From an optimization exercise on the open Yosys and OpenROAD flow, aimed at small area and a short achievable clock period; shortcuts taken in it are not production practice. The RTL was checked by simulation tests, not by an equivalence proof against the original design. Power and IR drop assume default switching activity.

### flow/constraint.sdc
create_clock -name core_clock -period 11.0 [get_ports {clk}]
set_input_delay 2.2000 -clock core_clock [delete_from_list [all_inputs] [get_ports {clk}]]
set_output_delay 2.2000 -clock core_clock [all_outputs]
set_load 0.01 [all_outputs]
### flow/run.sh
#!/bin/bash
# synth_recipe.tcl (not shown) runs the flow's synth.tcl, then flattens the netlist and writes it again
# the make line also repeats each setting of config.mk as NAME=value (left out here)
make -C /OpenROAD-flow-scripts/flow DESIGN_CONFIG=/design/flow/config.mk WORK_HOME=/design/flow/orfs CLKGATE_MAP_FILE= SYNTH_SCRIPT=/design/flow/synth_recipe.tcl finish
### flow/config.mk
export PLATFORM = sky130hd
export DESIGN_NAME = mipsCore
export DESIGN_NICKNAME = mipsCore
export VERILOG_FILES = /design/flow/design.v
export SDC_FILE = /design/flow/constraint.sdc
export NUM_CORES = 4
export LEC_CHECK = 0
export CAP_MARGIN = 20
export CORE_MARGIN = 2
export CORE_UTILIZATION = 40
export SETUP_SLACK_MARGIN = 2.0
export SLEW_MARGIN = 20
### flow/design.v
`timescale 1ns/1ps
`default_nettype none
package mipsPkg;
	localparam int wordWidth    = 32;
	localparam int regAddrWidth = 5;
	localparam int regCount     = 32;
	localparam int spIndex      = 29;                              
	localparam logic [wordWidth-1:0] stackInit = 32'h0000_4000;
	localparam logic [5:0] opR    = 6'b000000;
	localparam logic [5:0] opQb   = 6'b011111;                     
	localparam logic [5:0] opAddi = 6'b001000;
	localparam logic [5:0] opLw   = 6'b100011;
	localparam logic [5:0] opSw   = 6'b101011;
	localparam logic [5:0] opBeq  = 6'b000100;
	localparam logic [5:0] opJ    = 6'b000010;
	localparam logic [5:0] fnAdd   = 6'b100000;
	localparam logic [5:0] fnSub   = 6'b100010;
	localparam logic [5:0] fnAnd   = 6'b100100;
	localparam logic [5:0] fnOr    = 6'b100101;
	localparam logic [5:0] fnSlt   = 6'b101010;
	localparam logic [5:0] fnQbAdd = 6'b010000;
	localparam logic [4:0] shQbWrap = 5'b00000;                    
	localparam logic [4:0] shQbSat  = 5'b00100;                    
endpackage
`default_nettype wire
`timescale 1ns/1ps
`default_nettype none
module instrDecoder (
	input  wire [31:0] instruction,
	input  wire        reset,
	output logic       writeEnable,    
	output logic       regWrite,       
	output logic       regDst,         
	output logic       memToReg,       
	output logic       useImm,         
	output logic       subtract,       
	output logic       quadByte,       
	output logic       saturate,       
	output logic       selArith,       
	output logic       selAnd,
	output logic       selOr,
	output logic       selSlt,
	output logic       branch,         
	output logic       jump            
);
	logic [5:0] op;
	logic [5:0] funct;
	logic [4:0] shamt;
	logic       isR, isQb, isAddi, isLw, isSw;
	logic       rAdd, rSub, rAnd, rOr, rSlt, qbWrap, qbSat;
	assign op    = instruction[31:26];
	assign funct = instruction[5:0];
	assign shamt = instruction[10:6];
	assign isR    = (op == mipsPkg::opR);
	assign isQb   = (op == mipsPkg::opQb);
	assign isAddi = (op == mipsPkg::opAddi);
	assign isLw   = (op == mipsPkg::opLw);
	assign isSw   = (op == mipsPkg::opSw);
	assign branch = (op == mipsPkg::opBeq);
	assign jump   = (op == mipsPkg::opJ);
	assign rAdd   = isR && (funct == mipsPkg::fnAdd);
	assign rSub   = isR && (funct == mipsPkg::fnSub);
	assign rAnd   = isR && (funct == mipsPkg::fnAnd);
	assign rOr    = isR && (funct == mipsPkg::fnOr);
	assign rSlt   = isR && (funct == mipsPkg::fnSlt);
	assign qbWrap = isQb && (funct == mipsPkg::fnQbAdd) && (shamt == mipsPkg::shQbWrap);
	assign qbSat  = isQb && (funct == mipsPkg::fnQbAdd) && (shamt == mipsPkg::shQbSat);
	assign regDst   = isR || isQb;
	assign memToReg = isLw;
	assign useImm   = isAddi || isLw || isSw;
	assign subtract = rSub || rSlt;
	assign quadByte = qbWrap || qbSat;
	assign saturate = qbSat;
	assign selArith = rAdd || rSub || qbWrap || qbSat || isAddi || isLw || isSw;
	assign selAnd   = rAnd;
	assign selOr    = rOr;
	assign selSlt   = rSlt;
	assign regWrite = rAdd || rSub || rAnd || rOr || rSlt || qbWrap || qbSat || isAddi || isLw;
	assign writeEnable = isSw && !reset;                        
endmodule
`default_nettype wire
`timescale 1ns/1ps
`default_nettype none
module alu (
	input  wire [31:0] srcA,
	input  wire [31:0] srcB,           
	input  wire        subtract,
	input  wire        quadByte,
	input  wire        saturate,
	input  wire        selArith,
	input  wire        selAnd,
	input  wire        selOr,
	input  wire        selSlt,
	output logic [31:0] sum,           
	output logic [31:0] result
);
	logic [31:0] opB;
	logic        spacer;
	logic [36:0] x, y, s;
	logic [3:0]  laneCarry;
	logic [31:0] satMask;
	logic        less;
	assign opB    = subtract ? ~srcB : srcB;
	assign spacer = ~quadByte;
	assign x = {1'b0, srcA[31:24], spacer, srcA[23:16], spacer, srcA[15:8], spacer, srcA[7:0], 1'b1};
	assign y = {1'b0, opB[31:24],  1'b0,   opB[23:16],  1'b0,   opB[15:8],  1'b0,   opB[7:0],  subtract};
	assign s = x + y;
	assign sum       = {s[35:28], s[26:19], s[17:10], s[8:1]};
	assign laneCarry = {s[36], s[27], s[18], s[9]};
	assign satMask   = {{8{saturate & laneCarry[3]}}, {8{saturate & laneCarry[2]}},
	                    {8{saturate & laneCarry[1]}}, {8{saturate & laneCarry[0]}}};
	assign less = (srcA[31] != srcB[31]) ? srcA[31] : sum[31];
	assign result = ({32{selArith}} & (sum | satMask))
	              | ({32{selAnd}}   & (srcA & srcB))
	              | ({32{selOr}}    & (srcA | srcB))
	              | {31'd0, selSlt & less};
endmodule
`default_nettype wire
`timescale 1ns/1ps
`default_nettype none
module regFile (
	input  wire         clk,
	input  wire         reset,
	input  wire  [4:0]  readAddrA,
	input  wire  [4:0]  readAddrB,
	input  wire  [4:0]  writeAddr,
	input  wire  [31:0] writeData,
	input  wire         writeEn,
	output logic [31:0] readDataA,
	output logic [31:0] readDataB
);
	logic [31:0] regs [1:31];
	logic [31:0] loadData;
	assign loadData = reset ? 32'd0 : writeData;
	for (genvar idx = 1; idx < 32; idx++) begin : gReg
		logic [31:0] loadValue;
		if (idx == mipsPkg::spIndex)
			assign loadValue = loadData | (reset ? mipsPkg::stackInit : 32'd0);
		else
			assign loadValue = loadData;
		always_ff @(posedge clk) begin
			if (reset || (writeEn && writeAddr == 5'(idx)))
				regs[idx] <= loadValue;
		end
	end
	always_comb begin
		readDataA = '0;
		readDataB = '0;
		for (int idx = 1; idx < 32; idx++) begin
			readDataA = readDataA | (regs[idx] & {32{readAddrA == 5'(idx)}});
			readDataB = readDataB | (regs[idx] & {32{readAddrB == 5'(idx)}});
		end
	end
endmodule
`default_nettype wire
`timescale 1ns/1ps
`default_nettype none
module pcUnit (
	input  wire         clk,
	input  wire         reset,
	input  wire         branchTaken,
	input  wire         jump,
	input  wire  [15:0] branchOffset,    
	input  wire  [25:0] jumpTarget,
	output logic [31:0] pc
);
	logic [29:0] pcWord;                 
	logic [29:0] pcPlus4;
	logic [29:0] branchAddr;
	logic [29:0] pcNext;
	assign pcPlus4    = pcWord + 30'd1;
	assign branchAddr = pcPlus4 + {{14{branchOffset[15]}}, branchOffset};
	always_comb begin
		if (jump)
			pcNext = {pcPlus4[29:26], jumpTarget};
		else if (branchTaken)
			pcNext = branchAddr;
		else
			pcNext = pcPlus4;
	end
	always_ff @(posedge clk) begin
		if (reset)
			pcWord <= '0;
		else
			pcWord <= pcNext;
	end
	assign pc = {pcWord, 2'b00};
endmodule
`default_nettype wire
`timescale 1ns/1ps
`default_nettype none
module dataPath (
	input  wire         clk,
	input  wire         reset,
	input  wire  [31:0] instruction,
	input  wire  [31:0] dataFromMem,
	input  wire         regWrite,
	input  wire         regDst,
	input  wire         memToReg,
	input  wire         useImm,
	input  wire         subtract,
	input  wire         quadByte,
	input  wire         saturate,
	input  wire         selArith,
	input  wire         selAnd,
	input  wire         selOr,
	input  wire         selSlt,
	input  wire         branch,
	input  wire         jump,
	output logic [31:0] pc,
	output logic [31:0] addressToMem,
	output logic [31:0] dataToMem
);
	logic [4:0]  rs, rt, rd;
	logic [15:0] imm;
	logic [31:0] readDataA, readDataB;
	logic [31:0] srcB;
	logic [31:0] sum, aluResult;
	logic [31:0] writeData;
	logic [4:0]  writeAddr;
	logic        branchTaken;
	assign rs  = instruction[25:21];
	assign rt  = instruction[20:16];
	assign rd  = instruction[15:11];
	assign imm = instruction[15:0];
	assign srcB        = useImm ? {{16{imm[15]}}, imm} : readDataB;
	assign writeAddr   = regDst ? rd : rt;
	assign writeData   = memToReg ? dataFromMem : aluResult;
	assign branchTaken = branch && (readDataA == readDataB);
	assign addressToMem = sum;                                   
	assign dataToMem    = readDataB;                             
	regFile regs (
		.clk       (clk),
		.reset     (reset),
		.readAddrA (rs),
		.readAddrB (rt),
		.writeAddr (writeAddr),
		.writeData (writeData),
		.writeEn   (regWrite),
		.readDataA (readDataA),
		.readDataB (readDataB)
	);
	alu aluUnit (
		.srcA     (readDataA),
		.srcB     (srcB),
		.subtract (subtract),
		.quadByte (quadByte),
		.saturate (saturate),
		.selArith (selArith),
		.selAnd   (selAnd),
		.selOr    (selOr),
		.selSlt   (selSlt),
		.sum      (sum),
		.result   (aluResult)
	);
	pcUnit pcGen (
		.clk          (clk),
		.reset        (reset),
		.branchTaken  (branchTaken),
		.jump         (jump),
		.branchOffset (imm),
		.jumpTarget   (instruction[25:0]),
		.pc           (pc)
	);
endmodule
`default_nettype wire
`timescale 1ns/1ps
`default_nettype none
module mipsCore (
	input  wire         clk,
	input  wire         reset,
	output logic [31:0] pc,
	input  wire  [31:0] instruction,
	output logic        writeEnable,
	output logic [31:0] addressToMem,
	output logic [31:0] dataToMem,
	input  wire  [31:0] dataFromMem
);
	logic regWrite, regDst, memToReg, useImm, subtract, quadByte, saturate;
	logic selArith, selAnd, selOr, selSlt, branch, jump;
	instrDecoder decoder (
		.instruction (instruction),
		.reset       (reset),
		.writeEnable (writeEnable),
		.regWrite    (regWrite),
		.regDst      (regDst),
		.memToReg    (memToReg),
		.useImm      (useImm),
		.subtract    (subtract),
		.quadByte    (quadByte),
		.saturate    (saturate),
		.selArith    (selArith),
		.selAnd      (selAnd),
		.selOr       (selOr),
		.selSlt      (selSlt),
		.branch      (branch),
		.jump        (jump)
	);
	dataPath path (
		.clk          (clk),
		.reset        (reset),
		.instruction  (instruction),
		.dataFromMem  (dataFromMem),
		.regWrite     (regWrite),
		.regDst       (regDst),
		.memToReg     (memToReg),
		.useImm       (useImm),
		.subtract     (subtract),
		.quadByte     (quadByte),
		.saturate     (saturate),
		.selArith     (selArith),
		.selAnd       (selAnd),
		.selOr        (selOr),
		.selSlt       (selSlt),
		.branch       (branch),
		.jump         (jump),
		.pc           (pc),
		.addressToMem (addressToMem),
		.dataToMem    (dataToMem)
	);
endmodule
`default_nettype wire
==> results of run 1 <==
## power breakdown
group	internal (mW)	leakage (nW)	switching (mW)
Clock	2.05	1.69	1.62
Combinational	0.611	10.1	1.09
Sequential	4.46	10.5	0.135
Total	7.13	22.3	2.85
## state kept, by name (all words and copies together) (netlist names)
register and cells:
path.pcGen.pcWord 30, path.regs.regs 992
## per-layer routing
| metal | GRT usage | vias up | wire (um) | share of wire |
|---|---|---|---|---|
| met2 | 0.5756 | 5221 | 106900 | 0.40 |
| met1 | 0.4987 | 22080 | 88860 | 0.33 |
| met5 | 0.008679 | - | 205 | 0.00076 |
| met4 | 0.2968 | 8 | 25530 | 0.095 |
| li1 | - | 16820 | - | - |
| met3 | 0.1995 | 1619 | 47170 | 0.18 |
## kinds of logic after synthesis
logic type | after synthesis | share of synthesized area
AO/OA/AOI/OAI | 1317 | 0.2029
XOR/XNOR | 140 | 0.02505
adder cells (fa/ha/maj) | 95 | 0.02290
buffers and inverters | 289 | 0.02393
flip-flops | 1022 | 0.6209
multiplexers | 44 | 0.009535
other | 1 | 0.00007661
AND/OR/NAND/NOR | 911 | 0.09476
## cell usage after synthesis (all sizes together), types with 3 or more instances
| master | count | area, um2 |
|---|---|---|
| a2111oi | 9 | 86.33 |
| a211oi | 48 | 365.3 |
| a21o | 52 | 390.4 |
| a21oi | 95 | 475.5 |
| a221oi | 117 | 1025 |
| a222oi | 46 | 460.4 |
| a22o | 114 | 998.5 |
| a22oi | 653 | 4902 |
| a311oi | 7 | 61.31 |
| a31oi | 12 | 75.07 |
| a32oi | 7 | 61.31 |
| and2 | 18 | 112.6 |
| and3 | 31 | 193.9 |
| and4 | 16 | 140.1 |
| buf | 83 | 397.9 |
| clkbuf | 183 | 686.9 |
| dfxtp | 30 | 600.6 |
| edfxtp | 992 | 29790 |
| ha | 64 | 800.8 |
| inv | 23 | 86.33 |
| maj3 | 30 | 300.3 |
| mux2 | 21 | 236.5 |
| mux2i | 23 | 230.2 |
| nand2 | 188 | 708.2 |
| nand2b | 19 | 118.9 |
| nand3 | 144 | 720.7 |
| nand3b | 10 | 75.07 |
| nand4 | 109 | 681.9 |
| nor2 | 202 | 758.2 |
| nor2b | 17 | 106.4 |
| nor3 | 46 | 235.2 |
| nor3b | 8 | 60.06 |
| nor4 | 28 | 175.2 |
| nor4bb | 3 | 30.03 |
| o211ai | 5 | 37.54 |
| o21a | 29 | 217.7 |
| o21ai | 72 | 360.3 |
| o21bai | 21 | 157.7 |
| o31ai | 9 | 67.56 |
| or2 | 5 | 31.28 |
| or3 | 25 | 156.4 |
| or3b | 6 | 52.55 |
| or4 | 29 | 217.7 |
| xnor2 | 89 | 779.5 |
| xor2 | 51 | 446.7 |
## placed cells by master (no fill, tap or decap), types with 17 or more instances in the layout
master / netlist / final
sky130_fd_sc_hd__a211oi_1: 47 / 28
sky130_fd_sc_hd__a211oi_4: 0 / 17
sky130_fd_sc_hd__a21o_1: 52 / 37
sky130_fd_sc_hd__a21oi_1: 95 / 81
sky130_fd_sc_hd__a221oi_1: 117 / 94
sky130_fd_sc_hd__a221oi_2: 0 / 23
sky130_fd_sc_hd__a222oi_1: 46 / 46
sky130_fd_sc_hd__a22o_1: 114 / 114
sky130_fd_sc_hd__a22oi_1: 653 / 643
sky130_fd_sc_hd__and3_1: 31 / 29
sky130_fd_sc_hd__buf_12: 0 / 42
sky130_fd_sc_hd__buf_4: 8 / 430
sky130_fd_sc_hd__buf_6: 1 / 44
sky130_fd_sc_hd__clkbuf_1: 183 / 26
sky130_fd_sc_hd__clkbuf_16: 0 / 108
sky130_fd_sc_hd__clkdlybuf4s50_1: 0 / 127
sky130_fd_sc_hd__clkinv_1: 0 / 19
sky130_fd_sc_hd__clkinv_2: 0 / 22
sky130_fd_sc_hd__dfxtp_1: 30 / 30
sky130_fd_sc_hd__edfxtp_1: 992 / 992
sky130_fd_sc_hd__ha_1: 64 / 57
sky130_fd_sc_hd__inv_1: 23 / 23
sky130_fd_sc_hd__maj3_1: 30 / 30
sky130_fd_sc_hd__mux2i_1: 23 / 23
sky130_fd_sc_hd__nand2_1: 187 / 180
sky130_fd_sc_hd__nand3_1: 144 / 141
sky130_fd_sc_hd__nand4_1: 109 / 109
sky130_fd_sc_hd__nor2_1: 202 / 147
sky130_fd_sc_hd__nor2_4: 0 / 55
sky130_fd_sc_hd__nor3_1: 45 / 34
sky130_fd_sc_hd__nor4_1: 28 / 26
sky130_fd_sc_hd__o21a_1: 29 / 29
sky130_fd_sc_hd__o21ai_0: 65 / 59
sky130_fd_sc_hd__xnor2_1: 89 / 75
sky130_fd_sc_hd__xor2_1: 51 / 48
## worst max path at each step
stage                       end             from  slack (ns)
2_1_floorplan  addressToMem[31]  instruction[16]        2.03
3_3_place_gp   addressToMem[25]  instruction[20]        0.21
3_5_place_dp   addressToMem[31]  instruction[18]        0.19
4_1_cts        addressToMem[31]  instruction[18]        1.94
5_1_grt        addressToMem[31]  instruction[18]        1.79
6_report       addressToMem[31]  instruction[21]        1.78
## layout make-up
cell class | count | area (um2) | area share
diodes | 9 | 22.52 | 0.0003662
clock inverters | 65 | 674.4 | 0.01097
well taps | 1625 | 2033 | 0.03306
clock buffers | 134 | 2800 | 0.04553
multi-input cells | 2511 | 19300 | 0.3138
repair buffers | 677 | 6195 | 0.1007
inverters | 23 | 86.33 | 0.001404
flip-flops and latches | 1022 | 30390 | 0.4942
## worst register-to-register path, delay by kind of cell, from the launching register on
kind            cells  cell delay [ns]
simple gates        6             1.36
xor+xnor            2             0.30
flops               1             0.46
compound gates     11             2.31
buf+inv             3             0.68
fa+ha+maj           1             0.34
## metrics by stage
step	hold slack, ns	utilization
after floorplan	0.6535	-
final	0.6416	0.5059
after detailed placement	0.6286	0.4535
after CTS	0.6487	0.4988
after global routing	0.7063	0.5057
after global placement	0.6086	0.4533
## repair_timing
action                     CTS  global route
setup buffers              128            49
gates resized for setup    295            84
setup endpoints to repair   29            22
hold endpoints to repair     0             0
pin swaps                  103            87
cloned                       5             0
==> results.txt, run 1 <==
remaining max-slew budget at the tightest pin=0.1750; number of buffers and inverters on the critical path=6; crit path capture type=primary output; total via count after detailed routing=45740; floorplan core area=121600 um2; antenna violations before repair=9; Area growth syn-to-layout=25.64%; arrival time of the worst setup path=7.02 ns; routed wire length=268.6 mm; FF-to-FF setup slack=5.19 ns; number of buffers on the longest clock path=3; post-placement cell area=roughly 55000 um2; worst slack at placement=0.1900 ns; end point of the most critical hold path=path.pcGen.pcWord[29]; number of hold buffers added after cts=0; largest incremental delay on the critical path=slightly above 0.6 ns; Power per Cell Area=162.2 nW/um2; critical-path maximum fanout=15; synthesized area=48950 um2; clock root cell=sky130_fd_sc_hd__clkbuf_16; area of the die=125200 um2; Worst VDD drop=between 0.1 and 0.15 mV; final global-route overflow total=0; global-route wire length before repair=355.9 mm; layout net count=approximately 4500; Final WS setup=1.781 ns; width of the chip=353.8 um; Setup CP Type=primary input to primary output; number of failing setup endpoints in the final timing report=0; count of state elements after synthesis=1022; Fmax achieved=0.1085 GHz; starting utilization of the core area=0.4027; cells along the critical path=buf_2, buf_6, nand2_2, buf_8, nor2_4, buf_4, a222oi_1, nand4_1, or3_1, ha_1, nand2_1, or3_1, o21ai_2, o311ai_2, o22ai_2, nand3_2, o21ai_1, buf_4, xor2_2, buf_2; setup_tns=0 ns; required time at the endpoint of the critical path=8.80 ns; aggregate global-route resource usage=0.4141; hold violation total from the final report=0; maximum level of the CTS H-tree=3; post-placement cell count=5672; asr flop ratio synth=0; pin slew with the least headroom to its limit=1.237 ns; Final period util=0.8381; register clock-pin slew on the reported worst setup and hold paths=~0.060 ns; number of global-route vias before repair=42140; placer's final routability congestion estimate=approximately 1.1; Worst Hold Launch=path.pcGen.pcWord[29]; Final min period=9.219 ns; ratio of routed vias to standard cells=7.540; Synth Flop Type=sky130_fd_sc_hd__edfxtp_1; final cell count without fillers=around 6000; worst reg2reg path depth=23; clk latency of the worst-skew pair=0.75 ns; cell count of the worst hold path=3; RSZ-0062 raised after global routing=true; overall power of the completed layout=9.974 mW; remaining design rule violation count=0; reg-to-reg startpoint=path.regs.regs[24][1]; EDFF count, synth=992; Routed wire per std cell=44.28 um; number of standard cells after synthesis=3819; fraction of layout instances using a drive strength above 1=0.2277; count of distinct cell types in the synthesized netlist=78; clock tree from TritonCTS=yes; Worst Hold Class=register to register; maximum number of pins on one net before global-route repair=58; count of maximum capacitance violations=0; cell area after layout=61500 um2; Sinks on Clock Net=1022; FF-to-FF End=path.regs.regs[15][31]; Clock Skew=0.03537 ns; leak pwr=22.28 nW; Stages on worst setup path=20; die height=353.8 um; HPWL reported at the end of detailed placement=roughly 160 mm; sequential cell area fraction in the yosys report=0.6209; router iterations before antenna repair=11; Final Slew Violations=0; fillcell total=10430; standard cell with the maximum stage delay on the critical path=sky130_fd_sc_hd__nor2_4; number of placement rows=128; 1st-iter DRT viols=10790; number of I/O pins=163; cell family with the largest share of critical-path delay=simple AND/OR/NAND/NOR gates; total clock buffers created by CTS=108; Port Buf Inserts=160; critical path launch point type=primary input; run status=complete, no violations; post-detailed-route count of antenna-violating nets=0; Avg Inst Size Synth=12.82 um2; number of warnings issued by yosys=3
==> run 2: changes to the inputs <==
--- a/flow/design.v
+++ b/flow/design.v
@@ -68,7 +68,7 @@
 	assign regDst   = isR || isQb;
 	assign memToReg = isLw;
 	assign useImm   = isAddi || isLw || isSw;
-	assign subtract = rSub || rSlt;
+	assign subtract = rSub || rSlt || branch;                  
 	assign quadByte = qbWrap || qbSat;
 	assign saturate = qbSat;
 	assign selArith = rAdd || rSub || qbWrap || qbSat || isAddi || isLw || isSw;
@@ -91,30 +91,65 @@
 	input  wire        selAnd,
 	input  wire        selOr,
 	input  wire        selSlt,
-	output logic [31:0] sum,           
+	output logic        equal,         
 	output logic [31:0] result
 );
+	logic [31:0] sum;
 	logic [31:0] opB;
 	logic        spacer;
-	logic [36:0] x, y, s;
+	logic [34:0] x, y, s;
+	logic        carryOut;
 	logic [3:0]  laneCarry;
 	logic [31:0] satMask;
 	logic        less;
 	assign opB    = subtract ? ~srcB : srcB;
 	assign spacer = ~quadByte;
-	assign x = {1'b0, srcA[31:24], spacer, srcA[23:16], spacer, srcA[15:8], spacer, srcA[7:0], 1'b1};
-	assign y = {1'b0, opB[31:24],  1'b0,   opB[23:16],  1'b0,   opB[15:8],  1'b0,   opB[7:0],  subtract};
-	assign s = x + y;
-	assign sum       = {s[35:28], s[26:19], s[17:10], s[8:1]};
-	assign laneCarry = {s[36], s[27], s[18], s[9]};
+	assign x = {srcA[31:24], spacer, srcA[23:16], spacer, srcA[15:8], spacer, srcA[7:0]};
+	assign y = {opB[31:24],  1'b0,   opB[23:16],  1'b0,   opB[15:8],  1'b0,   opB[7:0]};
+	prefixAdd #(35) adder (.a(x), .b(y), .cin(subtract), .sum(s), .cout(carryOut));
+	assign sum       = {s[34:27], s[25:18], s[16:9], s[7:0]};
+	assign laneCarry = {carryOut, s[26], s[17], s[8]};
 	assign satMask   = {{8{saturate & laneCarry[3]}}, {8{saturate & laneCarry[2]}},
 	                    {8{saturate & laneCarry[1]}}, {8{saturate & laneCarry[0]}}};
+	assign equal = &(srcA ^ opB);
 	assign less = (srcA[31] != srcB[31]) ? srcA[31] : sum[31];
 	assign result = ({32{selArith}} & (sum | satMask))
 	              | ({32{selAnd}}   & (srcA & srcB))
 	              | ({32{selOr}}    & (srcA | srcB))
 	              | {31'd0, selSlt & less};
 endmodule
+module prefixAdd #(parameter int W = 16) (
+	input  wire  [W-1:0] a,
+	input  wire  [W-1:0] b,
+	input  wire          cin,
+	output logic [W-1:0] sum,
+	output logic         cout
+);
+	localparam int L = (W >= 32) ? 6 : (W >= 16) ? 5 : (W >= 8) ? 4 : (W >= 4) ? 3 : 2;    
+	logic [W:0] g [0:L];
+	logic [W:0] p [0:L];
+	always_comb begin
+		g[0][0] = cin;
+		p[0][0] = 1'b0;
+		for (int i = 0; i < W; i++) begin
+			g[0][i+1] = a[i] & b[i];
+			p[0][i+1] = a[i] ^ b[i];
+		end
+		for (int l = 0; l < L; l++) begin
+			for (int i = 0; i <= W; i++) begin
+				if ((i >> l) & 1) begin
+					g[l+1][i] = g[l][i] | (p[l][i] & g[l][((i >> l) << l) - 1]);
+					p[l+1][i] = p[l][i] & p[l][((i >> l) << l) - 1];
+				end else begin
+					g[l+1][i] = g[l][i];
+					p[l+1][i] = p[l][i];
+				end
+			end
+		end
+		for (int i = 0; i < W; i++) sum[i] = p[0][i+1] ^ g[L][i];
+		cout = g[L][W];
+	end
+endmodule
 `default_nettype wire
 `timescale 1ns/1ps
 `default_nettype none
@@ -129,9 +164,13 @@
 	output logic [31:0] readDataA,
 	output logic [31:0] readDataB
 );
-	logic [31:0] regs [1:31];
+	logic [31:0] regsN [1:31];                                   
 	logic [31:0] loadData;
+	logic [31:0] selA, selB, selW;
 	assign loadData = reset ? 32'd0 : writeData;
+	oneHot5 decA (.addr(readAddrA), .enable(1'b1),    .sel(selA));
+	oneHot5 decB (.addr(readAddrB), .enable(1'b1),    .sel(selB));
+	oneHot5 decW (.addr(writeAddr), .enable(writeEn), .sel(selW));
 	for (genvar idx = 1; idx < 32; idx++) begin : gReg
 		logic [31:0] loadValue;
 		if (idx == mipsPkg::spIndex)
@@ -139,19 +178,32 @@
 		else
 			assign loadValue = loadData;
 		always_ff @(posedge clk) begin
-			if (reset || (writeEn && writeAddr == 5'(idx)))
-				regs[idx] <= loadValue;
+			if (reset || selW[idx])
+				regsN[idx] <= ~loadValue;
 		end
 	end
 	always_comb begin
 		readDataA = '0;
 		readDataB = '0;
 		for (int idx = 1; idx < 32; idx++) begin
-			readDataA = readDataA | (regs[idx] & {32{readAddrA == 5'(idx)}});
-			readDataB = readDataB | (regs[idx] & {32{readAddrB == 5'(idx)}});
+			readDataA = readDataA | ~(regsN[idx] | {32{~selA[idx]}});
+			readDataB = readDataB | ~(regsN[idx] | {32{~selB[idx]}});
 		end
 	end
 endmodule
+module oneHot5 (
+	input  wire  [4:0]  addr,
+	input  wire         enable,
+	output logic [31:0] sel
+);
+	logic [3:0] lo;
+	logic [7:0] hi;
+	always_comb begin
+		for (int i = 0; i < 4; i++) lo[i] = (addr[1:0] == 2'(i));
+		for (int i = 0; i < 8; i++) hi[i] = enable && (addr[4:2] == 3'(i));
+		for (int i = 0; i < 32; i++) sel[i] = hi[i / 4] && lo[i % 4];
+	end
+endmodule
 `default_nettype wire
 `timescale 1ns/1ps
 `default_nettype none
@@ -165,11 +217,32 @@
 	output logic [31:0] pc
 );
 	logic [29:0] pcWord;                 
+	logic [13:0] upper, upperInc, upperDec;
+	logic [15:0] nextLow;                
+	logic        nextCarry;
+	logic [15:0] branchLow;              
+	logic        branchCarry;
 	logic [29:0] pcPlus4;
 	logic [29:0] branchAddr;
 	logic [29:0] pcNext;
-	assign pcPlus4    = pcWord + 30'd1;
-	assign branchAddr = pcPlus4 + {{14{branchOffset[15]}}, branchOffset};
+	logic        offsetNeg;
+	assign upper     = pcWord[29:16];
+	always_comb begin
+		for (int i = 0; i < 14; i++) begin
+			upperInc[i] = upper[i] ^ (&(upper | (14'h3FFF << i)));
+			upperDec[i] = upper[i] ^ ~(|(upper & ~(14'h3FFF << i)));
+		end
+		for (int i = 0; i < 16; i++)
+			nextLow[i] = pcWord[i] ^ (&(pcWord[15:0] | (16'hFFFF << i)));
+		nextCarry = &pcWord[15:0];
+	end
+	assign offsetNeg = branchOffset[15];
+	prefixAdd #(16) branchAdder (.a(pcWord[15:0]), .b(branchOffset), .cin(1'b1),
+	                             .sum(branchLow), .cout(branchCarry));
+	assign pcPlus4 = {nextCarry ? upperInc : upper, nextLow};
+	assign branchAddr[15:0]  = branchLow;
+	assign branchAddr[29:16] = (branchCarry == offsetNeg) ? upper
+	                         : (branchCarry ? upperInc : upperDec);
 	always_comb begin
 		if (jump)
 			pcNext = {pcPlus4[29:26], jumpTarget};
@@ -215,7 +288,8 @@
 	logic [15:0] imm;
 	logic [31:0] readDataA, readDataB;
 	logic [31:0] srcB;
-	logic [31:0] sum, aluResult;
+	logic [31:0] aluResult;
+	logic        equal;
 	logic [31:0] writeData;
 	logic [4:0]  writeAddr;
 	logic        branchTaken;
@@ -226,8 +300,12 @@
 	assign srcB        = useImm ? {{16{imm[15]}}, imm} : readDataB;
 	assign writeAddr   = regDst ? rd : rt;
 	assign writeData   = memToReg ? dataFromMem : aluResult;
-	assign branchTaken = branch && (readDataA == readDataB);
-	assign addressToMem = sum;                                   
+	assign branchTaken = branch && equal;                        
+	addrAdder addrGen (
+		.base    (readDataA),
+		.offset  (imm),
+		.address (addressToMem)                                  
+	);
 	assign dataToMem    = readDataB;                             
 	regFile regs (
 		.clk       (clk),
@@ -250,7 +328,7 @@
 		.selAnd   (selAnd),
 		.selOr    (selOr),
 		.selSlt   (selSlt),
-		.sum      (sum),
+		.equal    (equal),
 		.result   (aluResult)
 	);
 	pcUnit pcGen (
@@ -264,6 +342,15 @@
 	);
 endmodule
 `default_nettype wire
+module addrAdder (
+	input  wire  [31:0] base,
+	input  wire  [15:0] offset,
+	output logic [31:0] address
+);
+	logic carryOut;
+	prefixAdd #(32) adder (.a(base), .b({{16{offset[15]}}, offset}), .cin(1'b0), .sum(address), .cout(carryOut));
+endmodule
+`default_nettype wire
 `timescale 1ns/1ps
 `default_nettype none
 module mipsCore (
==> flow/flow/run.sh (new file) <==
#!/bin/bash
# The standard layout (standard synthesis included), with two changes to
# how it is made:
#  - port buffers start as buf_2 instead of the resizer's default choice
#    (timing repair still resizes the ones on critical paths);
#  - clock tree synthesis inserts no dummy loads (same buffer list and
#    sink clustering as config.mk asks for).
# Each ORFS step keeps its full log under orfs/logs/; make's own output
# goes to make.log here.
set -euo pipefail
bash standard.sh \
  "BUFFER_PORTS_ARGS=-buffer_cell sky130_fd_sc_hd__buf_2" \
  "CTS_ARGS=-sink_clustering_enable -repair_clock_nets -dont_use_dummy_load -sink_clustering_size 20 -buf_list sky130_fd_sc_hd__clkbuf_8" \
  finish > make.log 2>&1
==> flow/standard.sh (new file) <==
#!/bin/bash
# synth_recipe.tcl (not shown) runs the flow's synth.tcl, then flattens the netlist and writes it again
# the make line also repeats each setting of config.mk as NAME=value (left out here)
make -C /OpenROAD-flow-scripts/flow DESIGN_CONFIG=/design/flow/config.mk WORK_HOME=/design/flow/orfs CLKGATE_MAP_FILE= SYNTH_SCRIPT=/design/flow/synth_recipe.tcl "${@:-finish}"
==> flow/config.mk (replaced) <==
export PLATFORM = sky130hd
export DESIGN_NAME = mipsCore
export DESIGN_NICKNAME = mipsCore
export VERILOG_FILES = /design/flow/design.v
export SDC_FILE = /design/flow/constraint.sdc
export NUM_CORES = 4
export LEC_CHECK = 0
export CAP_MARGIN = 5
export CORE_MARGIN = 2
export CORE_UTILIZATION = 45
export CTS_BUF_LIST = sky130_fd_sc_hd__clkbuf_8
export CTS_CLUSTER_SIZE = 20
export SETUP_SLACK_MARGIN = 4
export SLEW_MARGIN = 5
export TNS_END_PERCENT = 10
removed: flow/run.sh
==> run 2 against run 1 <==
Critical path type unchanged. Synthesized cell count up 5.4%. Clock skew up 0.091 ns. Fmax up 7.2%. Critical endpoint is now addressToMem[30]. Global-route usage up 4.4 points. Cell area down 2.0%. Count of clock-buffer cells in the layout up 31. Flip-flop and latch count unchanged. Still clean. Utilization up 5.8 points. Non-clock buffer count down 60. Total power down 22%.
==> results.txt, run 2 <==
antenna violations before repair=15 (+6); number of global-route vias before repair=42830 (+1.6%); Final Slew Violations=0 (unchanged); FF-to-FF setup slack=5.60 ns (+0.41 ns); number of flip-flops under the largest register name=992 (unchanged); leak pwr=17.83 nW (-20%); Worst VDD drop=0.1066 mV (-18%); floorplan core area=106900 um2 (-12%); count of state elements after synthesis=1022 (unchanged); Synth Flop Type=sky130_fd_sc_hd__edfxtp_1; Setup CP Type=primary input to primary output; Worst Hold Class=register to register; Fmax achieved=0.1163 GHz (+7.2%); Power per Cell Area=128.3 nW/um2 (-21%); Avg Inst Size Synth=12.03 um2 (-6.1%); cell taking the most area after synthesis=sky130_fd_sc_hd__edfxtp_1; clock root cell=sky130_fd_sc_hd__clkbuf_8; gr busiest metal=met2; die height=332.0 um (-6.2%); hold violation total from the final report=0 (unchanged); final global-route overflow total=0 (unchanged); post-detailed-route count of antenna-violating nets=0 (unchanged); most instantiated library cell after synthesis=sky130_fd_sc_hd__edfxtp_1; cell family with the largest share of critical-path delay=simple AND/OR/NAND/NOR gates; cell count of the worst hold path=2 (-1); run status=complete, no violations; arrival time of the worst setup path=6.40 ns (-0.62 ns); width of the chip=332.0 um (-6.2%); router iterations before antenna repair=22 (+11); number of placement rows=120 (-6.3%); ratio of routed vias to standard cells=7.920 (+5.0%); pin slew with the least headroom to its limit=1.287 ns (+0.04925 ns); placer's final routability congestion estimate=1.022 (-3.4%); sequential cell area fraction in the yosys report=0.6277 (+0.006803); worst reg2reg path depth=16 (-30%); 1st-iter DRT viols=11230 (+4.1%); setup_tns=0 ns (unchanged); largest incremental delay on the critical path=0.41 ns (-0.20 ns); worst hold slack across all endpoints=0.5457 ns (-0.09583 ns); total clock buffers created by CTS=165 (+53%); Worst Hold Launch=path.pcGen.pcWord[16]; standard cell with the maximum stage delay on the critical path=sky130_fd_sc_hd__or3_4; count of maximum capacitance violations=0 (unchanged); Largest regs=path.regs.regsN (992), path.pcGen.pcWord (30); EDFF count, synth=992 (unchanged); GR Util met3=0.2568 (+0.05724); worst slack at placement=1.181 ns (+0.9907 ns); area of the die=110200 um2 (-12%); number of buffers on the longest clock path=3 (unchanged); maximum level of the CTS H-tree=4 (+1); HPWL reported at the end of detailed placement=145.5 mm (-11%); cells along the critical path=buf_8, nor2_4, buf_4, nand2_4, buf_6, o22ai_1, nor4_2, nand3_1, nor2_4, inv_1, ha_1, nand4_1, o21ai_2, a21o_1, a211o_1, nand2_2, or3_4, a21boi_4, o22a_1, xor2_2, buf_2; fraction of post-synthesis cell area in the top cell type by area=0.6153 (+0.006668); aggregate global-route resource usage=0.4577 (+0.04356); layout net count=4724 (+5.6%); crit path capture type=primary output; CP startpoint=instruction[24]; Routed wire per std cell=44.14 um (-0.33%); number of warnings issued by yosys=13 (+10); most area-consuming cells after synthesis=sky130_fd_sc_hd__edfxtp_1 62%, sky130_fd_sc_hd__o22ai_1 12%, sky130_fd_sc_hd__nor2_1 3.2%; fillcell total=8632 (-17%); routed wire length=263.5 mm (-1.9%); FF-to-FF End=path.regs.regsN[1][11]; number of failing setup endpoints in the final timing report=0 (unchanged); Final min period=8.601 ns (-0.6187 ns); clock tree from TritonCTS=yes; register clock-pin slew on the reported worst setup and hold paths=0.06 ns (about the same); Clock Skew=0.1262 ns (+0.09083 ns); count of distinct cell types in the synthesized netlist=86 (+10%); asr flop ratio synth=0 (unchanged); most common library cell in the layout ignoring fill and taps=sky130_fd_sc_hd__edfxtp_1; required time at the endpoint of the critical path=8.80 ns (about the same); RSZ-0062 raised after global routing=true; Port Buf Inserts=160 (unchanged); register ranked first by flip-flop count=path.regs.regsN; most frequent cells in the layout=992 x sky130_fd_sc_hd__edfxtp_1, 904 x sky130_fd_sc_hd__o22ai_1, 382 x sky130_fd_sc_hd__nor2_1, 303 x sky130_fd_sc_hd__buf_4, 166 x sky130_fd_sc_hd__clkbuf_8; number of buffers and inverters on the critical path=5 (-1); critical path's most frequent cell=sky130_fd_sc_hd__nor2_4; critical path launch point type=primary input; remaining design rule violation count=0 (unchanged); critical-path maximum fanout=18 (+3); Final period util=0.7819 (-0.05624); number of standard cells after synthesis=4025 (+5.4%); clk latency of the worst-skew pair=0.93 ns (+0.18 ns); Sinks on Clock Net=1022 (unchanged); remaining max-slew budget at the tightest pin=0.1390 (-0.03608); synthesized area=48420 um2 (-1.1%); met2 track utilization from global routing=0.6228 (+0.04715); global-route wire length before repair=346.5 mm (-2.6%); Area growth syn-to-layout=24.51%; Final WS setup=2.399 ns (+0.6187 ns); maximum number of pins on one net before global-route repair=54 (-6.9%); total via count after detailed routing=47280 (+3.4%); starting utilization of the core area=0.4529 (+0.05023); fraction of layout instances using a drive strength above 1=0.2520 (+0.02431); met1 track demand over resource=0.5359 (+0.03720); end point of the most critical hold path=path.pcGen.pcWord[16]; most instantiated cells after synthesis=992 x sky130_fd_sc_hd__edfxtp_1, 922 x sky130_fd_sc_hd__o22ai_1, 416 x sky130_fd_sc_hd__nor2_1; number of I/O pins=163 (unchanged); reg-to-reg startpoint=path.regs.regsN[4][12]
## run 2: per-layer routing
layer	vias up	share of wire
met5	-	0.0055
met4	39	0.10
met3	1904	0.19
met2	5718	0.39
met1	22400	0.31
li1	17220	-
## run 2: layout make-up
type / count / area, um2 / share of cell area
repair buffers: 617 / 6005 / 0.09960
well taps: 1403 / 1755 / 0.02912
flip-flops and latches: 1022 / 30390 / 0.5041
multi-input cells: 2678 / 19540 / 0.3242
clock buffers: 165 / 2271 / 0.03767
inverters: 70 / 286.5 / 0.004753
diodes: 14 / 35.03 / 0.0005811
## run 2: logic make-up after synthesis
group,after synthesis,synth area share
simple gates,1062,0.1082
fa+ha+maj,133,0.03489
mux,42,0.008967
xor+xnor,103,0.01863
compound gates,1321,0.1739
flops,1022,0.6277
other cells,1,0.00007745
buf+inv,341,0.02760
## run 2: metrics by stage
stage                     power, mW    util  instance area, um2  cells
after CTS                     7.618  0.5471               58490   5853
after global routing          7.837  0.5637               60260   5961
final                         7.737  0.5639               60280   5969
after global placement        4.885  0.4894               52320   5504
after detailed placement      4.887  0.4894               52320   5504
after floorplan               4.608       -               49300   4026
## run 2: worst max-delay path by stage
stage                                  end  slack (ns)  cells past startpoint
after floorplan           addressToMem[31]        2.72                     24
after global placement    addressToMem[31]        1.25                     21
after detailed placement  addressToMem[31]        1.18                     21
after CTS                 addressToMem[31]        2.61                     24
after global routing      addressToMem[29]        2.38                     22
final                     addressToMem[30]        2.40                     21
## run 2: what timing repair did
item	in CTS	in global routing
gates cloned	20	7
setup endpoints to repair	1085	939
setup buffers	164	90
gates resized for setup	410	142
pin swaps	113	72
hold buffers	0	0
## run 2: worst min-delay path: stages, from the launching register on
cell,delay (ns)
sky130_fd_sc_hd__dfxtp_1,0.34
sky130_fd_sc_hd__nor2_1,0.11
sky130_fd_sc_hd__a311oi_1,0.05
## run 2: power by group
group	internal [mW]	switching [mW]	total, mW	leakage, nW
logic	0.177	0.512	0.689	9.60
clock network	1.32	1.44	2.75	1.19
registers	4.28	0.0136	4.30	7.05
total	5.78	1.96	7.74	17.8
==> run 3: changes to the inputs <==
--- a/flow/design.v
+++ b/flow/design.v
@@ -66,15 +66,15 @@
 	assign qbWrap = isQb && (funct == mipsPkg::fnQbAdd) && (shamt == mipsPkg::shQbWrap);
 	assign qbSat  = isQb && (funct == mipsPkg::fnQbAdd) && (shamt == mipsPkg::shQbSat);
 	assign regDst   = isR || isQb;
-	assign memToReg = isLw;
-	assign useImm   = isAddi || isLw || isSw;
+	assign memToReg = isLw && !reset;
+	assign useImm   = isAddi;
 	assign subtract = rSub || rSlt || branch;                  
 	assign quadByte = qbWrap || qbSat;
 	assign saturate = qbSat;
-	assign selArith = rAdd || rSub || qbWrap || qbSat || isAddi || isLw || isSw;
-	assign selAnd   = rAnd;
-	assign selOr    = rOr;
-	assign selSlt   = rSlt;
+	assign selArith = (rAdd || rSub || qbWrap || qbSat || isAddi) && !reset;
+	assign selAnd   = rAnd && !reset;
+	assign selOr    = rOr && !reset;
+	assign selSlt   = rSlt && !reset;
 	assign regWrite = rAdd || rSub || rAnd || rOr || rSlt || qbWrap || qbSat || isAddi || isLw;
 	assign writeEnable = isSw && !reset;                        
 endmodule
@@ -106,7 +106,7 @@
 	assign spacer = ~quadByte;
 	assign x = {srcA[31:24], spacer, srcA[23:16], spacer, srcA[15:8], spacer, srcA[7:0]};
 	assign y = {opB[31:24],  1'b0,   opB[23:16],  1'b0,   opB[15:8],  1'b0,   opB[7:0]};
-	prefixAdd #(35) adder (.a(x), .b(y), .cin(subtract), .sum(s), .cout(carryOut));
+	prefixAddBK #(35) adder (.a(x), .b(y), .cin(subtract), .sum(s), .cout(carryOut));
 	assign sum       = {s[34:27], s[25:18], s[16:9], s[7:0]};
 	assign laneCarry = {carryOut, s[26], s[17], s[8]};
 	assign satMask   = {{8{saturate & laneCarry[3]}}, {8{saturate & laneCarry[2]}},
@@ -150,6 +150,38 @@
 		cout = g[L][W];
 	end
 endmodule
+module prefixAddBK #(parameter int W = 16) (
+	input  wire  [W-1:0] a,
+	input  wire  [W-1:0] b,
+	input  wire          cin,
+	output logic [W-1:0] sum,
+	output logic         cout
+);
+	localparam int L = (W >= 32) ? 6 : (W >= 16) ? 5 : (W >= 8) ? 4 : (W >= 4) ? 3 : 2;    
+	logic [W:0] g, p;
+	always_comb begin
+		g[0] = cin;
+		p[0] = 1'b0;
+		for (int i = 0; i < W; i++) begin
+			g[i+1] = a[i] & b[i];
+			p[i+1] = a[i] ^ b[i];
+		end
+		for (int l = 0; l < L; l++)
+			for (int i = 0; i <= W; i++)
+				if ((i % (2 << l)) == (2 << l) - 1) begin
+					g[i] = g[i] | (p[i] & g[i - (1 << l)]);
+					p[i] = p[i] & p[i - (1 << l)];
+				end
+		for (int l = L - 2; l >= 0; l--)
+			for (int i = 0; i <= W; i++)
+				if (i >= (2 << l) && (i % (2 << l)) == (1 << l) - 1) begin
+					g[i] = g[i] | (p[i] & g[i - (1 << l)]);
+					p[i] = p[i] & p[i - (1 << l)];
+				end
+		for (int i = 0; i < W; i++) sum[i] = a[i] ^ b[i] ^ g[i];
+		cout = g[W];
+	end
+endmodule
 `default_nettype wire
 `timescale 1ns/1ps
 `default_nettype none
@@ -159,7 +191,7 @@
 	input  wire  [4:0]  readAddrA,
 	input  wire  [4:0]  readAddrB,
 	input  wire  [4:0]  writeAddr,
-	input  wire  [31:0] writeData,
+	input  wire  [31:0] writeData,       
 	input  wire         writeEn,
 	output logic [31:0] readDataA,
 	output logic [31:0] readDataB
@@ -167,7 +199,7 @@
 	logic [31:0] regsN [1:31];                                   
 	logic [31:0] loadData;
 	logic [31:0] selA, selB, selW;
-	assign loadData = reset ? 32'd0 : writeData;
+	assign loadData = writeData;                                 
 	oneHot5 decA (.addr(readAddrA), .enable(1'b1),    .sel(selA));
 	oneHot5 decB (.addr(readAddrB), .enable(1'b1),    .sel(selB));
 	oneHot5 decW (.addr(writeAddr), .enable(writeEn), .sel(selW));
@@ -299,7 +331,7 @@
 	assign imm = instruction[15:0];
 	assign srcB        = useImm ? {{16{imm[15]}}, imm} : readDataB;
 	assign writeAddr   = regDst ? rd : rt;
-	assign writeData   = memToReg ? dataFromMem : aluResult;
+	assign writeData   = ({32{memToReg}} & dataFromMem) | aluResult;    
 	assign branchTaken = branch && equal;                        
 	addrAdder addrGen (
 		.base    (readDataA),
--- a/flow/config.mk
+++ b/flow/config.mk
@@ -5,11 +5,12 @@
 export SDC_FILE = /design/flow/constraint.sdc
 export NUM_CORES = 4
 export LEC_CHECK = 0
+export ABC_AREA = 1
 export CAP_MARGIN = 5
 export CORE_MARGIN = 2
-export CORE_UTILIZATION = 45
+export CORE_UTILIZATION = 40
 export CTS_BUF_LIST = sky130_fd_sc_hd__clkbuf_8
 export CTS_CLUSTER_SIZE = 20
-export SETUP_SLACK_MARGIN = 4
+export SETUP_SLACK_MARGIN = 3
 export SLEW_MARGIN = 5
 export TNS_END_PERCENT = 10
==> run 3 against run 2 <==
Still clean on timing, DRC and antenna. Non-clock buffer count down 38. First-iteration DRC count fell by 18%. Clock power up 2%. Routed wire length decreased by 1.3%.
==> results.txt, run 3 <==
run status=complete, no violations; fraction of post-synthesis cell area in the top cell type by area=0.6051 (-0.01013); required time at the endpoint of the critical path=8.80 ns (about the same); Worst VDD drop=0.1189 mV (+12%); Worst Hold Class=register to register; global-route wire length before repair=343.3 mm (-0.92%); number of I/O pins=163 (unchanged); Largest regs=path.regs.regsN (992), path.pcGen.pcWord (30); crit path capture type=primary output; clock root cell=sky130_fd_sc_hd__clkbuf_8; area of the die=125900 um2 (+14%); Routed wire per std cell=39.41 um (-11%); aggregate global-route resource usage=0.3981 (-0.05964); number of buffers on the longest clock path=3 (unchanged); EDFF count, synth=992 (unchanged); 1st-iter DRT viols=9239 (-18%); Final min period=8.471 ns (-0.1301 ns); clk latency of the worst-skew pair=0.89 ns (-0.04 ns); antenna violations before repair=15 (unchanged); Final Slew Violations=0 (unchanged); asr flop ratio synth=0 (unchanged); total via count after detailed routing=46280 (-2.1%); post-detailed-route count of antenna-violating nets=0 (unchanged); GR Util met3=0.1952 (-0.06154); Power per Cell Area=129.1 nW/um2 (+0.56%); Port Buf Inserts=160 (unchanged); cells along the critical path=buf_6, inv_2, nand2_1, nor2_2, clkinv_4, buf_4, buf_4, o21a_1, o221ai_1, nor4_1, and2_4, inv_1, ha_1, a21oi_2, o21bai_2, nand2_1, nand3_2, nand2_4, nand2_4, a21o_4, a21oi_4, o21ai_2, xor2_1, buf_2; Synth Flop Type=sky130_fd_sc_hd__edfxtp_1; die height=354.8 um (+6.9%); overall power of the completed layout=7.647 mW (-1.2%); RSZ-0062 raised after global routing=true; register ranked first by flip-flop count=path.regs.regsN; number of standard cells after synthesis=4426 (+10%); most instantiated cells after synthesis=992 x sky130_fd_sc_hd__edfxtp_1, 605 x sky130_fd_sc_hd__o22ai_1, 478 x sky130_fd_sc_hd__nand2_1; standard cell with the maximum stage delay on the critical path=sky130_fd_sc_hd__nor4_1; count of maximum capacitance violations=0 (unchanged); arrival time of the worst setup path=6.27 ns (-0.13 ns); critical-path maximum fanout=15 (-3); gr busiest metal=met2; number of global-route vias before repair=42630 (-0.45%); number of hold buffers added after cts=0 (unchanged); remaining design rule violation count=0 (unchanged); fraction of layout instances using a drive strength above 1=0.2235 (-0.02843); HPWL reported at the end of detailed placement=159.4 mm (+9.5%); final global-route overflow total=0 (unchanged); most common library cell in the layout ignoring fill and taps=sky130_fd_sc_hd__edfxtp_1; layout net count=5145 (+8.9%); number of failing setup endpoints in the final timing report=0 (unchanged); Area growth syn-to-layout=20.36%; total clock buffers created by CTS=173 (+4.8%); ratio of routed vias to standard cells=7.013 (-11%); count of distinct cell types in the synthesized netlist=63 (-27%); number of warnings issued by yosys=11 (-2); Avg Inst Size Synth=11.12 um2 (-7.5%); width of the chip=354.8 um (+6.9%); Final period util=0.7701 (-0.01183); maximum level of the CTS H-tree=4 (unchanged); Clock Skew=0.08006 ns (-0.04614 ns); synthesized area=49230 um2 (+1.7%); routed wire length=260.1 mm (-1.3%); floorplan core area=121900 um2 (+14%); register clock-pin slew on the reported worst setup and hold paths=0.05 ns (about the same); remaining max-slew budget at the tightest pin=0.2426 (+0.1037); Fmax achieved=0.1181 GHz (+1.5%); most area-consuming cells after synthesis=sky130_fd_sc_hd__edfxtp_1 61%, sky130_fd_sc_hd__o22ai_1 7.7%, sky130_fd_sc_hd__nand2_1 3.6%; count of state elements after synthesis=1022 (unchanged); met2 track utilization from global routing=0.5622 (-0.06054); hold violation total from the final report=0 (unchanged); clock tree from TritonCTS=yes; placer's final routability congestion estimate=1.042 (+1.9%); cell taking the most area after synthesis=sky130_fd_sc_hd__edfxtp_1; router iterations before antenna repair=10 (-55%); number of placement rows=128 (+6.7%); sequential cell area fraction in the yosys report=0.6173 (-0.01034); maximum number of pins on one net before global-route repair=44 (-19%); critical path launch point type=primary input; most frequent cells in the layout=992 x sky130_fd_sc_hd__edfxtp_1, 602 x sky130_fd_sc_hd__o22ai_1, 444 x sky130_fd_sc_hd__nand2_1, 381 x sky130_fd_sc_hd__nor2_1, 335 x sky130_fd_sc_hd__buf_4; starting utilization of the core area=0.4039 (-0.04899); pin slew with the least headroom to its limit=1.136 ns (-0.1506 ns); CP startpoint=instruction[21]; Worst Hold Launch=path.pcGen.pcWord[28]; largest incremental delay on the critical path=0.35 ns (-0.06 ns); reg-to-reg startpoint=path.regs.regsN[2][1]; most instantiated library cell after synthesis=sky130_fd_sc_hd__edfxtp_1; fillcell total=10970 (+27%); setup_tns=0 ns (unchanged); number of flip-flops under the largest register name=992 (unchanged); Sinks on Clock Net=1022 (unchanged); leak pwr=19.35 nW (+8.5%); met1 track demand over resource=0.4660 (-0.06997); Setup CP Type=primary input to primary output
## run 3: cell types whose count changed in the layout (fill, tap and decap cells not counted), sizes merged, moves of 54 or more
| cell | change |
|---|---|
| nand2 | +304 |
| o21ai | +101 |
| o22ai | -317 |
| o221ai | +82 |
| xnor2 | -54 |
| inv | +266 |
| or2 | +59 |
## run 3: cell families (layout without fill, tap and decap cells)
logic type	Yosys count	count (layout)	share of synthesized area
other	1	15	0.00007618
XOR/XNOR	100	100	0.01779
multiplexers	3	3	0.0006100
flip-flops	1022	1022	0.6173
AND/OR/NAND/NOR	1398	1398	0.1300
buffers and inverters	588	1120	0.04700
adder cells (fa/ha/maj)	116	116	0.03314
AO/OA/AOI/OAI	1198	1200	0.1541
## run 3: final timing paths
path                                                end  slack (ns)  cells after the start
worst max-delay path                   addressToMem[26]        2.53                     24
worst min-delay path              path.pcGen.pcWord[28]        0.53                      2
worst max register to register  path.regs.regsN[22][23]        4.59                     36
worst min register to register    path.pcGen.pcWord[28]        0.53                      2
## run 3: timing repair
item                       in CTS  in global routing
pin swaps                      52                 53
setup buffers                 112                 70
gates cloned                    2                  3
setup endpoints to repair     543                675
resized for setup             213                143
## run 3: cell type report
| class | instances | area, um2 | area share |
|---|---|---|---|
| Sequential cell | 1022 | 30390 | 0.5129 |
| Inverter | 368 | 1476 | 0.02492 |
| Multi-Input combinational cell | 2819 | 18200 | 0.3071 |
| Timing Repair Buffer | 579 | 4745 | 0.08007 |
| Clock buffer | 173 | 2381 | 0.04018 |
| Tap cell | 1625 | 2033 | 0.03431 |
| Antenna cell | 13 | 32.53 | 0.0005490 |
## run 3: per-stage QoR
stage          cell area [um2]  worst slack [ns]  hold slack, ns  cells  utilization
3_3_place_gp             53680             1.416          0.5198   6226       0.4405
3_5_place_dp             53680             1.409          0.5204   6226       0.4405
2_1_floorplan            49290             2.870          0.5227   4427            -
5_1_grt                  59230             2.529          0.5617   6589       0.4860
4_1_cts                  57970             2.680          0.5275   6513       0.4757
6_report                 59250             2.529          0.5323   6599       0.4862
## run 3: per-layer routing
| layer | routed length [um] | part of all wire |
|---|---|---|
| met5 | 294 | 0.0011 |
| met4 | 24890 | 0.096 |
| met3 | 45300 | 0.17 |
| met2 | 104400 | 0.40 |
| met1 | 85230 | 0.33 |
## run 3: report_power, final
part           switching (mW)  total, mW  internal [mW]  leakage, nW
combinational           0.440      0.554          0.115         11.1
clock                    1.43       2.81           1.38         1.24
sequential            0.00928       4.29           4.28         7.02
total                    1.88       7.65           5.77         19.3
## run 3: critical path: cells and delay by family
kind                     cells  cell delay [ns]
AO/OA/AOI/OAI                7             1.28
XOR/XNOR                     1             0.18
adder cells (fa/ha/maj)      1             0.31
buffers and inverters        7             1.03
AND/OR/NAND/NOR              8             1.25
==> run 4: changes to the inputs <==
--- a/flow/config.mk
+++ b/flow/config.mk
@@ -8,7 +8,7 @@
 export ABC_AREA = 1
 export CAP_MARGIN = 5
 export CORE_MARGIN = 2
-export CORE_UTILIZATION = 40
+export CORE_UTILIZATION = 45
 export CTS_BUF_LIST = sky130_fd_sc_hd__clkbuf_8
 export CTS_CLUSTER_SIZE = 20
 export SETUP_SLACK_MARGIN = 3
==> run 4 against run 3 <==
Setup slack got worse by 0.032 ns. Routed wire length fell by 1.6%. Clock skew rose by 0.0099 ns. Largest cell class unchanged. Cell area fell by 1.7%. Critical path type unchanged. Sequential power barely moved. Combinational power fell by 2%. Die area fell by 11%.
==> results.txt, run 4 <==
clk latency of the worst-skew pair=0.92 ns (+0.03 ns); core utilization of the finished layout=0.5359 (+0.04976); flip-flop and latch area=30390 um2 (unchanged); post-detailed-route count of antenna-violating nets=0 (unchanged); number of buffers on the longest clock path=3 (unchanged); fillcell total=9433 (-14%); global-route wire length before repair=338.8 mm (-1.3%); Avg Inst Size Synth=11.12 um2 (unchanged); Synth Flop Type=sky130_fd_sc_hd__edfxtp_1; asr flop ratio synth=0 (unchanged); number of buffers and inverters on the critical path=16 (+9); maximum number of pins on one net before global-route repair=54 (+23%); most instantiated cells after synthesis=992 x sky130_fd_sc_hd__edfxtp_1, 605 x sky130_fd_sc_hd__o22ai_1, 478 x sky130_fd_sc_hd__nand2_1; total clock buffers created by CTS=172 (-0.58%); count of state elements after synthesis=1022 (unchanged); hold violation total from the final report=0 (unchanged); Power per Cell Area=131.3 nW/um2 (+1.7%); Largest regs=path.regs.regsN (992), path.pcGen.pcWord (30); critical-path maximum fanout=5 (-10); starting utilization of the core area=0.4529 (+0.04896); floorplan core area=108700 um2 (-11%); fraction of layout instances using a drive strength above 1=0.2090 (-0.01452); critical path's most frequent cell=sky130_fd_sc_hd__buf_4; count of distinct cell types in the synthesized netlist=63 (unchanged); cell family with the largest share of critical-path delay=buffers and inverters; Worst Hold Class=register to register; RSZ-0062 raised after global routing=true; Final Slew Violations=0 (unchanged); Final min period=8.503 ns (+0.03246 ns); Final period util=0.7730 (+0.002951); number of placement rows=121 (-5.5%); fraction of post-synthesis cell area in the top cell type by area=0.6051 (unchanged); final cell count without fillers=6326 (-4.1%); Clock Skew=0.08994 ns (+0.009882 ns); count of maximum capacitance violations=0 (unchanged); number of I/O pins=163 (unchanged); routed wire length=256.0 mm (-1.6%); most common library cell in the layout ignoring fill and taps=sky130_fd_sc_hd__edfxtp_1; largest incremental delay on the critical path=0.56 ns (+0.21 ns); GR Util met3=0.2047 (+0.009476); run status=complete, no violations; register clock-pin slew on the reported worst setup and hold paths=0.04 ns (about the same); arrival time of the worst setup path=6.30 ns (+0.03 ns); most area-consuming cells after synthesis=sky130_fd_sc_hd__edfxtp_1 61%, sky130_fd_sc_hd__o22ai_1 7.7%, sky130_fd_sc_hd__nand2_1 3.6%; critical path launch point type=primary input; die height=334.7 um (-5.7%); standard cell with the maximum stage delay on the critical path=sky130_fd_sc_hd__or4_4; layout net count=5083 (-1.2%); Fmax achieved=0.1176 GHz (-0.38%); synthesized area=49230 um2 (unchanged); sequential cell area fraction in the yosys report=0.6173 (unchanged); clock root cell=sky130_fd_sc_hd__clkbuf_8; Multi-input gate area=18100 um2 (-0.51%); required time at the endpoint of the critical path=8.80 ns (about the same); crit path capture type=primary output; cells along the critical path=buf_12, nand2_8, clkinvlp_4, buf_6, nand2_8, o22ai_2, or4_4, nor3b_4, inv_2, buf_4, buf_4, buf_4, buf_4, buf_4, buf_4, buf_4, buf_4, buf_4, buf_4, buf_4, fa_1, xor2_1, buf_2; number of failing setup endpoints in the final timing report=0 (unchanged); number of warnings issued by yosys=11 (unchanged); pin slew with the least headroom to its limit=1.147 ns (+0.01109 ns); cell taking the most area after synthesis=sky130_fd_sc_hd__edfxtp_1; most frequent cells in the layout=992 x sky130_fd_sc_hd__edfxtp_1, 602 x sky130_fd_sc_hd__o22ai_1, 445 x sky130_fd_sc_hd__nand2_1, 383 x sky130_fd_sc_hd__nor2_1, 321 x sky130_fd_sc_hd__inv_1; Sinks on Clock Net=1022 (unchanged); final global-route overflow total=0 (unchanged); Routed wire per std cell=40.47 um (+2.7%); Area growth syn-to-layout=18.34%; gr busiest metal=met2; HPWL reported at the end of detailed placement=155.5 mm (-2.5%); antenna violations before repair=14 (-1); total via count after detailed routing=45780 (-1.1%); Worst VDD drop=0.1149 mV (-3.3%); Port Buf Inserts=160 (unchanged); Setup CP Type=primary input to primary output; number of flip-flops under the largest register name=992 (unchanged); most instantiated library cell after synthesis=sky130_fd_sc_hd__edfxtp_1; placer's final routability congestion estimate=1.022 (-1.9%); remaining design rule violation count=0 (unchanged); width of the chip=334.7 um (-5.7%); setup_tns=0 ns (unchanged); area of the die=112100 um2 (-11%); remaining max-slew budget at the tightest pin=0.2352 (-0.007394); 1st-iter DRT viols=9767 (+5.7%); aggregate global-route resource usage=0.4438 (+0.04578); met2 track utilization from global routing=0.6169 (+0.05471); maximum level of the CTS H-tree=4 (unchanged); clock tree from TritonCTS=yes; router iterations before antenna repair=9 (-1); leak pwr=18.96 nW (-2.0%); met1 track demand over resource=0.5460 (+0.08005); register ranked first by flip-flop count=path.regs.regsN; post-placement cell count=5993 (-3.7%); EDFF count, synth=992 (unchanged); number of standard cells after synthesis=4426 (unchanged); ratio of routed vias to standard cells=7.236 (+3.2%); number of global-route vias before repair=41820 (-1.9%)
==> run 4: cell families after synthesis <==
| logic type | Yosys count | synth area share |
|---|---|---|
| adders and majority gates | 116 | 0.03314 |
| buffers and inverters | 588 | 0.04700 |
| xor gates and xnor gates | 100 | 0.01779 |
| muxes | 3 | 0.0006100 |
| and+or+nand+nor | 1398 | 0.1300 |
| AOI/OAI and AO/OA | 1198 | 0.1541 |
| other | 1 | 0.00007618 |
| DFF | 1022 | 0.6173 |
==> run 4: final timing paths <==
path	startpoint	endpoint	slack (ns)	cells after the start
setup / recovery	instruction[22]	addressToMem[2]	2.50	23
hold / removal	path.pcGen.pcWord[27]	path.pcGen.pcWord[27]	0.52	2
setup reg to reg	path.regs.regsN[16][1]	path.regs.regsN[29][0]	4.65	34
hold reg to reg	path.pcGen.pcWord[27]	path.pcGen.pcWord[27]	0.52	2
==> run 4: report_power, final <==
| part | total [mW] | internal [mW] | switching, mW |
|---|---|---|---|
| clock network | 2.82 | 1.37 | 1.45 |
| registers | 4.29 | 4.28 | 0.00922 |
| logic | 0.543 | 0.108 | 0.434 |
| total | 7.65 | 5.75 | 1.89 |
==> run 4: worst min-delay path, cell delays in order (launching register included) <==
cell                      delay [ns]
sky130_fd_sc_hd__dfxtp_1        0.34
sky130_fd_sc_hd__nand2_1        0.08
sky130_fd_sc_hd__a21oi_1        0.05
==> run 4: per-layer routing <==
layer / share of wire / wire length (um)
met5: 0.0012 / 308
met4: 0.089 / 22710
met2: 0.40 / 101700
met3: 0.18 / 45300
met1: 0.34 / 86040
==> run 4: per-stage QoR <==
stage | hold WS (ns) | total power, mW | worst slack (ns) | cell area (um2)
floorplan | 0.5227 | 4.555 | 2.870 | 49290
global placement | 0.5181 | 4.819 | 1.212 | 53260
detailed placement | 0.5221 | 4.822 | 1.218 | 53260
CTS | 0.5287 | 7.579 | 2.635 | 57610
global route | 0.5447 | 7.763 | 2.468 | 58230
finish | 0.5188 | 7.646 | 2.497 | 58260
==> run 4: cell type report <==
| type | count | area share |
|---|---|---|
| repair buffers | 519 | 0.07010 |
| well taps | 1414 | 0.03037 |
| clock buffers | 172 | 0.04064 |
| inverters | 368 | 0.02595 |
| flip-flops and latches | 1022 | 0.5216 |
| multi-input cells | 2818 | 0.3107 |
| diodes | 13 | 0.0005584 |
==> run 4: timing repair <==
| item | CTS | global route |
|---|---|---|
| setup buffers | 115 | 27 |
| endpoints found under the setup margin | 429 | 771 |
| hold endpoints to repair | 0 | 0 |
| gates resized for setup | 218 | 87 |
| cloned | 4 | 2 |
| hold buffers | 0 | 0 |
| pin swaps | 34 | 35 |
==> run 5: changes to the inputs <==
--- a/flow/config.mk
+++ b/flow/config.mk
@@ -11,6 +11,6 @@
 export CORE_UTILIZATION = 45
 export CTS_BUF_LIST = sky130_fd_sc_hd__clkbuf_8
 export CTS_CLUSTER_SIZE = 20
-export SETUP_SLACK_MARGIN = 3
+export SETUP_SLACK_MARGIN = 2
 export SLEW_MARGIN = 5
 export TNS_END_PERCENT = 10
==> run 5 against run 4 <==
First-iteration DRC count fell by 15%. Fmax fell by 4.6%. Cell count fell by 1.7%. Synthesized cell count did not move. Global-route usage fell by 2.4 points. Die area did not move. Count of clock-buffer cells in the layout fell by 3. Clock skew fell by 0.0016 ns. Still clean. Register-to-register slack improved by 0.08 ns. Largest cell class unchanged. Critical endpoint is now addressToMem[25]. Highest routed layer unchanged.
==> results.txt, run 5 <==
combinational family with the most area after synthesis=compound AO/OA/AOI/OAI gates; number of buffers on the longest clock path=3 (unchanged); RSZ-0062 raised after global routing=false; remaining design rule violation count=0 (unchanged); Final WS setup=2.086 ns (-0.4109 ns); asr flop ratio synth=0 (unchanged); floorplan core area=108700 um2 (unchanged); run status=complete, no violations; maximum number of pins on one net before global-route repair=34 (-37%); mux share of post-synthesis cell area=0.0006100 (unchanged); number of hold buffers added after cts=0 (unchanged); register ranked first by flip-flop count=path.regs.regsN; antenna violations before repair=21 (+7); post-synthesis simple-gate area fraction=0.1300 (unchanged); final global-route overflow total=0 (unchanged); worst slack at placement=0.9847 ns (-0.2330 ns); die height=334.7 um (unchanged); clk latency of the worst-skew pair=0.89 ns (-0.03 ns); Synth Flop Type=sky130_fd_sc_hd__edfxtp_1; hold violation total from the final report=0 (unchanged); aggregate global-route resource usage=0.4201 (-0.02380); Largest regs=path.regs.regsN (992), path.pcGen.pcWord (30); post-synthesis compound-gate area fraction=0.1541 (unchanged)
==> run 5: through the flow <==
step	power, mW	hold WS (ns)	utilization
after global routing	7.679	0.5526	0.5178
after global placement	4.801	0.5135	0.4886
after floorplan	4.555	0.5227	-
final	7.545	0.5360	0.5181
after detailed placement	4.805	0.5256	0.4886
after CTS	7.503	0.5331	0.5144
==> run 5: timing repair <==
action / in CTS / in global routing
setup buffers: 29 / 16
setup endpoints to repair: 19 / 48
pin swaps: 8 / 9
resized for setup: 69 / 60
==> run 5: logic make-up after synthesis <==
family	Yosys count
AO/OA/AOI/OAI	1198
XOR/XNOR	100
adder cells (fa/ha/maj)	116
buffers and inverters	588
flip-flops	1022
multiplexers	3
other	1
AND/OR/NAND/NOR	1398
==> run 5: cell type report <==
type / instances / area (um2) / share of cell area
multi-input combinational: 2817 / 17480 / 0.3103
inverter: 368 / 1421 / 0.02524
antenna: 23 / 57.56 / 0.001022
sequential: 1022 / 30390 / 0.5396
clock buffer: 169 / 2326 / 0.04130
tap: 1414 / 1769 / 0.03141
timing repair buffer: 403 / 2883 / 0.05118
==> run 5: worst min path at each step <==
stage                          start                     to  slack [ns]  depth (start not counted)
2_1_floorplan  path.pcGen.pcWord[27]  path.pcGen.pcWord[27]        0.52                          2
3_3_place_gp   path.pcGen.pcWord[28]  path.pcGen.pcWord[28]        0.51                          2
3_5_place_dp   path.pcGen.pcWord[28]  path.pcGen.pcWord[28]        0.53                          2
4_1_cts        path.pcGen.pcWord[27]  path.pcGen.pcWord[27]        0.53                          2
5_1_grt        path.pcGen.pcWord[29]  path.pcGen.pcWord[29]        0.55                          2
6_report       path.pcGen.pcWord[29]  path.pcGen.pcWord[29]        0.54                          2
==> run 5: power breakdown <==
| part | internal (mW) | total (mW) | switching, mW |
|---|---|---|---|
| Combinational | 0.0876 | 0.485 | 0.398 |
| Sequential | 4.27 | 4.28 | 0.00931 |
| Clock | 1.35 | 2.78 | 1.43 |
| Total | 5.71 | 7.55 | 1.84 |
==> run 5: layer usage <==
| layer | share of wire | up-vias | routed length, um | track usage |
|---|---|---|---|---|
| met4 | 0.090 | 28 | 21740 | 0.2995 |
| met5 | 0.0019 | - | 463 | 0.01824 |
| met3 | 0.17 | 1283 | 40180 | 0.1796 |
| li1 | - | 17440 | - | - |
| met1 | 0.34 | 21490 | 81790 | 0.5138 |
| met2 | 0.40 | 4583 | 97660 | 0.5926 |
==> run 5: critical path, cell delays in order <==
cell,delay (ns)
sky130_fd_sc_hd__buf_2,0.20
sky130_fd_sc_hd__inv_1,0.13
sky130_fd_sc_hd__nand2_1,0.14
sky130_fd_sc_hd__nor2_1,0.08
sky130_fd_sc_hd__clkinv_1,0.12
sky130_fd_sc_hd__buf_4,0.32
sky130_fd_sc_hd__or2_2,0.16
sky130_fd_sc_hd__o21ai_0,0.10
sky130_fd_sc_hd__nor4_1,0.36
sky130_fd_sc_hd__nand4_1,0.30
sky130_fd_sc_hd__ha_1,0.41
sky130_fd_sc_hd__a21oi_2,0.21
sky130_fd_sc_hd__o21ai_2,0.10
sky130_fd_sc_hd__a21oi_2,0.18
sky130_fd_sc_hd__o21bai_2,0.12
sky130_fd_sc_hd__nand2_1,0.08
sky130_fd_sc_hd__nand3_1,0.13
sky130_fd_sc_hd__nand2_2,0.15
sky130_fd_sc_hd__nand2_1,0.09
sky130_fd_sc_hd__a21o_2,0.28
sky130_fd_sc_hd__a21oi_4,0.17
sky130_fd_sc_hd__clkdlybuf4s18_2,0.28
sky130_fd_sc_hd__o21ai_0,0.11
sky130_fd_sc_hd__xor2_1,0.15
sky130_fd_sc_hd__buf_2,0.14
